This is an optimization exercise on Yosys and OpenROAD, whose aim is small area and a short achievable clock period, not a production implementation.
Function was checked by simulation only, so behaviour that the tests miss may differ from the original.
No activity file was given, so power comes from the tool's default toggle rates.

==> flow/design.v (excerpt) <==
module fir_filter
(
    input  logic              clk,
    input  logic              rst_n,
    input  logic [fir_pkg::WD_IN-1:0]  data_in,
    output logic [fir_pkg::WD_OUT-1:0] data_out
);
Size in the first run: about 1400 cells after synthesis, about 480 flip-flops, about 0.025 mm^2 of cells after synthesis.
Settings: LEC_CHECK=0, CAP_MARGIN=20, CORE_MARGIN=2, CORE_UTILIZATION=40, CTS_CLUSTER_DIAMETER=80, CTS_CLUSTER_SIZE=30, SLEW_MARGIN=20, SYNTH_HIERARCHICAL=1, SYNTH_MINIMUM_KEEP_SIZE=0; clock period 12.5 ns.
standard.sh (not shown) runs the stock make flow with config.mk's settings and CLKGATE_MAP_FILE= SYNTH_SCRIPT=/design/flow/synth_recipe.tcl, a recipe that flattens the netlist after the stock synthesis.
==> flow/flow/run.sh <==
#!/bin/bash
# Own layout flow: the standard ORFS flow (standard.sh, unchanged synthesis,
# floorplan, power grid and tap cells), with two changes to how the layout is made:
#  - port buffers are buf_4 cells instead of the delay-buffer cell buffer_ports
#    picks by default;
#  - ORFS's timing repair aims for setup slack of 8.75 ns at the design's 12.5 ns
#    clock, so it repairs the paths that set the achieved period.
# The SDC (clock period, I/O delays, load) is the standard flow's own, unchanged.
set -euo pipefail
bash standard.sh \
  "BUFFER_PORTS_ARGS=-buffer_cell sky130_fd_sc_hd__buf_4" \
  SETUP_SLACK_MARGIN=8.75 \
  finish > standard_flow.log 2>&1
Next try:
--- a/flow/design.v
+++ b/flow/design.v
@@ -1636,28 +1636,26 @@
     fir_fa u_w1050 (.a(t0_q[27]), .b(t1_q[27]), .c(t2_q[27]), .s(w1050), .co(w1051));
     fir_fa u_w1052 (.a(t0_q[28]), .b(t1_q[28]), .c(t2_q[28]), .s(w1052), .co(w1053));
     fir_fa u_w1054 (.a(t0_q[29]), .b(t1_q[29]), .c(t2_q[29]), .s(w1054), .co(w1055));
     fir_fa u_w1056 (.a(t0_q[30]), .b(t1_q[30]), .c(t2_q[30]), .s(w1056), .co(w1057));
     fir_fa u_w1058 (.a(t0_q[31]), .b(t1_q[31]), .c(t2_q[31]), .s(w1058), .co(w1059));
     assign u0 = {t0_q[33], t0_q[32], w1057, w1055, w1053, w1051, w1049, w1047, w1045, w1043, w1041, w1039, w1037, w1035, w1033, w1031, w1029, w1027, w1025, w1023, w1021, w1019, w1017, w1015, w1013, w1011, w1009, w1007, w1005, w1003, w1001, w999, w997, t2_q[0]};
     assign u1 = {t1_q[33], w1059, w1058, w1056, w1054, w1052, w1050, w1048, w1046, w1044, w1042, w1040, w1038, w1036, w1034, w1032, w1030, w1028, w1026, w1024, w1022, w1020, w1018, w1016, w1014, w1012, w1010, w1008, w1006, w1004, w1002, w1000, w998, w996};
     assign sum = u0 + u1;
     assign r   = sum[W-1:9];
     assign y   = (r[24] != r[23]) ? {r[24], {23{~r[24]}}} : r[23:0];
-    logic first_q;
     always_ff @(posedge clk or posedge rst_n) begin
         if (rst_n) begin
             d_q      <= '0;
-            first_q  <= 1'b1;
+            t0_q     <= '0;
+            t1_q     <= '0;
+            t2_q     <= '0;
             data_out <= '0;
         end else begin
             d_q      <= {d_q[14*fir_pkg::WD_IN-1:0], data_in};
-            first_q  <= 1'b0;
-            data_out <= first_q ? '0 : y;
+            t0_q     <= t0;
+            t1_q     <= t1;
+            t2_q     <= t2;
+            data_out <= y;
         end
     end
-    always_ff @(posedge clk) begin
-        t0_q <= t0;
-        t1_q <= t1;
-        t2_q <= t2;
-    end
 endmodule
The changed run finished with timing, DRC and antenna clean.
Register-to-register slack is worse by 0.02 ns.
Fmax fell by 0.52%.
Clock power rose by about 10%.
Total power fell by 4.6%.
Count of clock-buffer cells in the layout rose by 1.
Critical path depth is unchanged.
Flip-flop and latch count fell by 1.

--- another note on this design; it stands on its own ---

## fir_filter
module fir_filter
(
    input  logic              clk,
    input  logic              rst_n,
    input  logic [fir_pkg::WD_IN-1:0]  data_in,
    output logic [fir_pkg::WD_OUT-1:0] data_out
);
Size: roughly 1400 cells after synthesis, about 480 flip-flops.
Settings: LEC_CHECK=0, CAP_MARGIN=20, CORE_MARGIN=2, CORE_UTILIZATION=65, CTS_CLUSTER_DIAMETER=80, CTS_CLUSTER_SIZE=30, PLACE_DENSITY=0.75, SLEW_MARGIN=20, SYNTH_HIERARCHICAL=1, SYNTH_MINIMUM_KEEP_SIZE=0; clock period 12.5 ns.
standard.sh (not shown) runs the stock make flow with config.mk's settings and CLKGATE_MAP_FILE= SYNTH_SCRIPT=/design/flow/synth_recipe.tcl, a recipe that flattens the netlist after the stock synthesis.
==> flow/flow/run.sh <==
#!/bin/bash
# Own layout flow: the standard ORFS flow (standard.sh, unchanged synthesis,
# floorplan, power grid and tap cells), with two changes to how the layout is made:
#  - port buffers are buf_2 cells instead of the delay-buffer cell buffer_ports
#    picks by default;
#  - ORFS's timing repair aims for setup slack of 8.75 ns at the design's 12.5 ns
#    clock, so it repairs the paths that set the achieved period.
# The SDC (clock period, I/O delays, load) is the standard flow's own, unchanged.
set -euo pipefail
bash standard.sh \
  "BUFFER_PORTS_ARGS=-buffer_cell sky130_fd_sc_hd__buf_2" \
  SETUP_SLACK_MARGIN=8.75 \
  finish > standard_flow.log 2>&1
Change:
--- a/flow/config.mk
+++ b/flow/config.mk
@@ -10,4 +10,4 @@
 export CORE_UTILIZATION = 65
-export CTS_CLUSTER_DIAMETER = 80
-export CTS_CLUSTER_SIZE = 30
+export CTS_CLUSTER_DIAMETER = 100
+export CTS_CLUSTER_SIZE = 20
 export PLACE_DENSITY = 0.75
Effect: Synthesized cell count stays the same; total power came out higher by 0.33%; sequential power barely changes.

separate check: timing with driven ports:
The flow's constraints put no driver on any port. The routed layouts listed below were extracted and timed again, unchanged, in two steps.
Step 1 sets driving cells, clkbuf_16 on the clock port and buf_2 on the other inputs (assumed; they add their load-dependent delay and slew).
Step 2 moves the port delays by t, midway between the first and last clock arrival at a register: inputs arrive t later, outputs are due t later. That takes back most of the time a late clock gives input paths.
Three values: ideal ports, drivers, drivers and shift; two values: the first two.
run	t (ns)	setup slack, ns	slew at the worst register clock pin (ns)	pins driven straight from the clock port
the first run of note 1	0.635	8.811 / 8.755 / 8.405	0.11 / 0.11	1
the second run of note 1	0.648	8.791 / 8.736 / 8.363	0.11 / 0.11	1
the first run of note 2	0.610	8.826 / 8.792 / 8.394	0.11 / 0.11	1
the second run of note 2	0.613	8.832 / 8.809 / 8.383	0.09 / 0.09	1
After both steps setup and hold are still met in every run listed. The setup slack of the second run of note 2, which loses most, moves by -0.023 ns with the drivers and by -0.449 ns with both steps.
